What follows belongs to an exercise in optimizing a design on an open flow for small area, a short achievable clock period and few clock cycles per item; a production flow would make more cautious choices.
In this exercise RTL edits were held to simulation tests only and were not proved equivalent to the original.

==> run B: inputs <==
## masked_sbox_pipe
module masked_sbox_pipe (
  input  logic        clk,
  input  logic        rst,
  input  logic        in_valid,
  output logic        in_ready,
  input  logic        in_encrypt,
  input  logic [31:0] in_a,
  input  logic [31:0] in_m,
  input  logic [31:0] in_n,
  input  logic        flush,
  output logic        out_valid,
  input  logic        out_ready,
  output logic [31:0] out_q,
  output logic [31:0] out_n,
  output logic        mask_err
);
==> module masked_sbox_pipe, before the edit <==
module masked_sbox_pipe (
  input  logic        clk,
  input  logic        rst,
  input  logic        in_valid,
  output logic        in_ready,
  input  logic        in_encrypt,
  input  logic [31:0] in_a,
  input  logic [31:0] in_m,
  input  logic [31:0] in_n,
  input  logic        flush,
  output logic        out_valid,
  input  logic        out_ready,
  output logic [31:0] out_q,
  output logic [31:0] out_n,
  output logic        mask_err
);
  logic        v, err, e_q, ld, zero;
  logic [31:0] t_d, t_q, n_q;
  logic [3:0] ld_l;
  assign ld = ld_l[0];
  rdy_gate u_rdy (.v(v), .r(out_ready), .f(flush), .y(in_ready));
  always_comb begin
    zero = 1'b0;
    for (int i = 0; i < 4; i++)
      zero = zero | (in_m[8*i +: 8] == 8'h00) | (in_n[8*i +: 8] == 8'h00);
  end
  for (genvar i = 0; i < 4; i++) begin : g_lane
    ld_gate  u_ld  (.v(v), .r(out_ready), .y(ld_l[i]));
    sbox_in  u_in  (.a(in_a[8*i +: 8]), .m(in_m[8*i +: 8]), .e(in_encrypt), .t(t_d[8*i +: 8]));
    sbox_out u_out (.tq(t_q[8*i +: 8]), .eq(e_q), .n(n_q[8*i +: 8]), .y(out_q[8*i +: 8]));
  end
  assign out_valid = v;
  assign out_n     = n_q;
  assign mask_err  = err;
  always_ff @(posedge clk or posedge rst) begin
    if (rst) begin
      v   <= 1'b0;
      err <= 1'b0;
    end else if (flush) begin
      v   <= 1'b0;
      err <= 1'b0;
    end else begin
      if (ld) v <= in_valid;
      if (in_valid & ld & zero) err <= 1'b1;
    end
  end
  always_ff @(posedge clk) begin
    if (ld) e_q <= in_encrypt;
  end
  for (genvar i = 0; i < 4; i++) begin : g_reg
    always_ff @(posedge clk) begin
      if (ld_l[i]) begin
        t_q[8*i +: 8] <= t_d[8*i +: 8];
        n_q[8*i +: 8] <= in_n[8*i +: 8];
      end
    end
  end
endmodule
==> module ld_gate, before the edit <==
module ld_gate (input logic v, input logic r, output logic y);
  assign y = ~v | r;
endmodule
==> module rdy_gate, before the edit <==
module rdy_gate (input logic v, input logic r, input logic f, output logic y);
  assign y = (~v | r) & ~f;
endmodule
Settings: LEC_CHECK=0, ABC_CLOCK_PERIOD_IN_PS=27000, CAP_MARGIN=20, CORE_MARGIN=2, CORE_UTILIZATION=40, SLEW_MARGIN=20, SYNTH_HIERARCHICAL=1; clock period 27.0 ns.
standard.sh (not shown) runs the stock make flow with config.mk's settings and CLKGATE_MAP_FILE= SYNTH_SCRIPT=/design/flow/synth_recipe.tcl, a recipe that flattens the netlist after the stock synthesis.
==> flow/flow/run.sh <==
#!/bin/bash
set -euo pipefail
export BUFFER_PORTS_ARGS="-buffer_cell sky130_fd_sc_hd__buf_1"
export CTS_ARGS="-sink_clustering_enable -repair_clock_nets -dont_use_dummy_load -buf_list sky130_fd_sc_hd__clkbuf_8"
bash standard.sh > standard_flow.log 2>&1
==> inputs of run A, as changes to run B <==
--- a/flow/design.v
+++ b/flow/design.v
@@ -16,3 +16,3 @@
 );
-  logic        v, err, e_q, ld, zero;
+  logic        nv, err, e_q, ld, zero;
   logic [31:0] t_d, t_q, n_q;
@@ -20,3 +20,3 @@
   assign ld = ld_l[0];
-  rdy_gate u_rdy (.v(v), .r(out_ready), .f(flush), .y(in_ready));
+  rdy_gate u_rdy (.nv(nv), .r(out_ready), .f(flush), .y(in_ready));
   always_comb begin
@@ -27,3 +27,3 @@
   for (genvar i = 0; i < 4; i++) begin : g_lane
-    ld_gate  u_ld  (.v(v), .r(out_ready), .y(ld_l[i]));
+    ld_gate  u_ld  (.nv(nv), .r(out_ready), .y(ld_l[i]));
     sbox_in  u_in  (.a(in_a[8*i +: 8]), .m(in_m[8*i +: 8]), .e(in_encrypt), .t(t_d[8*i +: 8]));
@@ -31,3 +31,3 @@
   end
-  assign out_valid = v;
+  assign out_valid = ~nv;
   assign out_n     = n_q;
@@ -36,9 +36,9 @@
     if (rst) begin
-      v   <= 1'b0;
+      nv  <= 1'b1;
       err <= 1'b0;
     end else if (flush) begin
-      v   <= 1'b0;
+      nv  <= 1'b1;
       err <= 1'b0;
     end else begin
-      if (ld) v <= in_valid;
+      if (ld) nv <= ~in_valid;
       if (in_valid & ld & zero) err <= 1'b1;
@@ -58,7 +58,7 @@
 endmodule
-module ld_gate (input logic v, input logic r, output logic y);
-  assign y = ~v | r;
-endmodule
-module rdy_gate (input logic v, input logic r, input logic f, output logic y);
-  assign y = (~v | r) & ~f;
+module ld_gate (input logic nv, input logic r, output logic y);
+  assign y = nv | r;
+endmodule
+module rdy_gate (input logic nv, input logic r, input logic f, output logic y);
+  assign y = (nv | r) & ~f;
 endmodule
==> comparison <==
- Design area is about the same in run A and run B.
- Area after synthesis is about the same in run B and run A.
- In run B the register-to-register slack is higher than in run A, by 0.10 ns.
- In sequential cell count, run A and run B do not differ.
- Between run B and run A, the lower setup slack is in run B (gap 0.055 ns).
Testbench counts of run B, summed over its fixed seeds: cycles 4,104, items 4,096.
Testbench counts of run A, summed over its fixed seeds: cycles 4,104, items 4,096.

## static timing again, ports no longer ideal
No port has a modelled driver above. Below, the same layouts with a new extraction and two added sets of constraints. Step 1, drivers: a clkbuf_16 drives clk and a buf_2 each remaining input, both assumed. Step 2 moves the port delays by t, midway between the first and last clock arrival at a register: inputs arrive t later, outputs are due t later. That takes back most of the time a late clock gives input paths. Slacks: ideal ports / drivers / drivers and shift; pairs: ideal ports / drivers.
run | shift t [ns] | slack for setup (ns) | worst hold slack (ns) | worst data-port slew with drivers (ns)
run B | 0.382 | 15.656 / 15.588 / 15.588 | 0.547 / 0.547 / 0.547 | 0.07
run A | 0.379 | 15.711 / 15.659 / 15.659 | 0.545 / 0.545 / 0.545 | 0.06
After both steps every run listed still meets setup and hold. The setup slack of run B, which loses most, moves by -0.068 ns with the drivers and by -0.068 ns with both steps.
